Background: an optimization exercise with open tools, aiming at small area and a short achievable clock period. Do not read the settings as production practice. At most, simulation tests tie the RTL to the original design; equivalence was not proved.

## node_rf_top
module node_rf_top (
    input  logic        clk,
    input  logic        rst,
    input  logic        init_start,
    input  logic [5:0]  init_src,
    output logic        init_busy,
    output logic        init_done,
    input  logic [23:0] rd_addr,
    output logic [27:0] rd_weight,
    output logic [19:0] rd_pred,
    input  logic [3:0]  wr_en,
    input  logic [23:0] wr_addr,
    input  logic [47:0] wr_data,
    input  logic        wr_relax,
    input  logic        mark_en,
    input  logic [5:0]  mark_addr,
    output logic [3:0]  rd_visited,
    output logic [3:0]  wr_ack,
    output logic        any_update
);
clock: 10.0 ns
lec_check: 0
abc_area: 1
cap_margin: 20
cell_pad_in_sites_detail_placement: 1
cell_pad_in_sites_global_placement: 2
core_margin: 2
core_utilization: 25
gpl_routability_driven: 1
place_density: 0.35
slew_margin: 20
standard.sh (not shown) runs the stock make flow with config.mk's settings and CLKGATE_MAP_FILE= SYNTH_SCRIPT=/design/flow/synth_recipe.tcl, a recipe that flattens the netlist after the stock synthesis.
==> flow/flow/run.sh <==
#!/bin/bash
# Standard layout (standard.sh) with changes passed as ORFS make variables:
#  - abc maps with flow/map.abc (area-oriented) instead of ORFS's abc_area.script;
#  - port buffers are buf_2 cells;
#  - repair_timing aims at a tighter setup target (SETUP_SLACK_MARGIN);
#  - any further variables listed in flow/settings.sh (EXTRA).
# The make run's full output goes to flow_make.log in this folder.
set -uo pipefail
HERE=$(pwd)
export FLOW_ABC_SCRIPT=$HERE/flow/map.abc
EXTRA=()
source $HERE/flow/settings.sh
bash standard.sh SYNTH_SCRIPT=$HERE/flow/synth.tcl \
  "BUFFER_PORTS_ARGS=-buffer_cell sky130_fd_sc_hd__buf_2" \
  SETUP_SLACK_MARGIN=$MARGIN "${EXTRA[@]}" finish > $HERE/flow_make.log 2>&1
==> flow/flow/abc_dont_use.txt <==
sky130_fd_sc_hd__nor4_1 sky130_fd_sc_hd__nor4_2 sky130_fd_sc_hd__nor4_4 sky130_fd_sc_hd__nor4b_1 sky130_fd_sc_hd__nor4b_2 sky130_fd_sc_hd__nor4b_4 sky130_fd_sc_hd__nor4bb_1 sky130_fd_sc_hd__nor4bb_2 sky130_fd_sc_hd__nor4bb_4 sky130_fd_sc_hd__a2111oi_0 sky130_fd_sc_hd__a2111oi_1 sky130_fd_sc_hd__a2111oi_2 sky130_fd_sc_hd__a2111oi_4 sky130_fd_sc_hd__o41ai_1 sky130_fd_sc_hd__o41ai_2 sky130_fd_sc_hd__o41ai_4 sky130_fd_sc_hd__a41oi_1 sky130_fd_sc_hd__a41oi_2 sky130_fd_sc_hd__a41oi_4
==> flow/flow/map.abc <==
strash
balance
dch
map -a
topo
stime -c
==> flow/flow/settings.sh <==
MARGIN=5.5
EXTRA=("CTS_ARGS=-sink_clustering_enable -repair_clock_nets -dont_use_dummy_load -buf_list sky130_fd_sc_hd__clkbuf_8 -root_buf sky130_fd_sc_hd__clkbuf_16 -sink_clustering_size 16 -sink_clustering_max_diameter 50")
==> flow/flow/synth.tcl <==
# Standard synthesis (synth_recipe.tcl) with one change: abc maps with flow/map.abc,
# leaving out any cells listed in flow/abc_dont_use.txt.
proc synth {args} { yosys synth -nofsm -noshare {*}$args }
proc abc {args} {
  set i [lsearch -exact $args -script]
  if { $i >= 0 } { set args [lreplace $args [expr {$i + 1}] [expr {$i + 1}] $::env(FLOW_ABC_SCRIPT)] }
  set f [file join [file dirname $::env(FLOW_ABC_SCRIPT)] abc_dont_use.txt]
  if { [file exists $f] } {
    set fh [open $f r]
    foreach c [split [string trim [read $fh]]] { if { $c ne "" } { lappend args -dont_use $c } }
    close $fh
  }
  yosys abc {*}$args
}
source $::env(SCRIPTS_DIR)/synth.tcl
# left out here: clear keep_hierarchy, flatten, clean up, hide names made inside functions, write 1_2_yosys.v
Next try:
--- a/flow/design.v
+++ b/flow/design.v
@@ -71,32 +71,24 @@
             else        begin g2[i] = g1[i];                     p2[i] = p1[i];           end
         end
         for (int i = 0; i < WEIGHT_W; i++) begin
             if (i >= 4) begin g3[i] = g2[i] | (p2[i] & g2[i-4]); p3[i] = p2[i] & p2[i-4]; end
             else        begin g3[i] = g2[i];                     p3[i] = p2[i];           end
         end
         lt_f = g3[WEIGHT_W-1];
     endfunction
     logic                busy_q, done_q;
     logic [CNT_W-1:0]    cnt_q;
     logic [WEIGHT_W-1:0] w_q [NUM_NODES];
     logic [PRED_W-1:0]   p_q [NUM_NODES];
-    logic [WEIGHT_W-1:0] wn_q [NUM_NODES];
-    logic [PRED_W-1:0]   pn_q [NUM_NODES];
-    always_comb begin
-        for (int n = 0; n < NUM_NODES; n++) begin
-            w_q[n] = ~wn_q[n];
-            p_q[n] = ~pn_q[n];
-        end
-    end
     logic [NUM_NODES-1:0] vis_q;
     logic [NUM_NODES-1:0] rsel_q [NUM_RD];   
     logic [NUM_RD-1:0]   rinf_q;        
     logic [NUM_WR-1:0]   ack_q;
     logic                busy_d, done_d, sweep_last;
     logic [CNT_W-1:0]    cnt_d;
     logic [WEIGHT_W-1:0] w_d [NUM_NODES];
     logic [PRED_W-1:0]   p_d [NUM_NODES];
     logic [NUM_NODES-1:0] vis_d;
     assign sweep_last = busy_q && (cnt_q == LAST_CNT);
     always_comb begin
         busy_d = busy_q ? !sweep_last : init_start;
@@ -176,41 +168,41 @@
         end
     end
     always_ff @(posedge clk) begin
         if (!rst) begin
             busy_q <= 1'b0;
             done_q <= 1'b0;
             cnt_q  <= '0;
             vis_q  <= '0;
             rinf_q <= '0;
             for (int r = 0; r < NUM_RD; r++) rsel_q[r] <= '0;
             ack_q  <= '0;
             for (int n = 0; n < NUM_NODES; n++) begin
-                wn_q[n] <= ~INF;
-                pn_q[n] <= '1;
+                w_q[n] <= INF;
+                p_q[n] <= '0;
             end
         end else begin
             busy_q <= busy_d;
             done_q <= done_d;
             cnt_q  <= cnt_d;
             vis_q  <= vis_d;
             ack_q  <= ack_d;
             for (int r = 0; r < NUM_RD; r++) begin
                 rinf_q[r] <= rd_addr[r*ADDR_W + IDX_W +: ADDR_W - IDX_W] != '0;
                 for (int n = 0; n < NUM_NODES; n++)
                     rsel_q[r][n] <= rd_addr[r*ADDR_W +: ADDR_W] == ADDR_W'(n);
             end
             for (int n = 0; n < NUM_NODES; n++) begin
-                wn_q[n] <= ~w_d[n];
-                pn_q[n] <= ~p_d[n];
+                w_q[n] <= w_d[n];
+                p_q[n] <= p_d[n];
             end
         end
     end
     always_comb begin
         logic [NUM_NODES-1:0] dec;
         logic [WEIGHT_W-1:0]  w;
         logic [PRED_W-1:0]    pr;
         for (int r = 0; r < NUM_RD; r++) begin
             dec = rsel_q[r];
             w  = {WEIGHT_W{rinf_q[r]}};
             pr = '0;
             for (int n = 0; n < NUM_NODES; n++) begin
Synthesized cell count grows slightly.
Clock skew shrinks by 0.013 ns.
Cell area goes down by a few percent.
Setup slack is better by 0.037 ns.
First-iteration DRC count goes down by a few percent.
The RTL of the first run of this note was laid out without a check of its function.

==> separate check: timing with driven ports <==
The results above use ideal ports. As a check the final layouts listed here were re-extracted and re-timed, cells and wires unchanged.
Step 1: set_driving_cell puts a clkbuf_16 on clk and a buf_2 on each other input, an assumption about the parent block.
Step 2 moves the port delays by t, midway between the first and last clock arrival at a register: inputs arrive t later, outputs are due t later. That takes back most of the time a late clock gives input paths.
Slacks: no drivers / after step 1 / after step 2; pairs: no drivers / after step 1.
run	t (ns)	setup WS [ns]	worst setup path at the end	latest minus earliest clock arrival (ns)	worst register clock-pin slew, ns
the first run	0.693	5.355 / 5.274 / 4.782	input to register	0.085 / 0.085	0.09 / 0.09
the second run	0.691	5.392 / 5.351 / 4.747	input to register	0.076 / 0.077	0.09 / 0.09
After both steps every run listed still meets setup and hold. The setup slack of the second run, which loses most, moves by -0.041 ns with the drivers and by -0.645 ns with both steps.
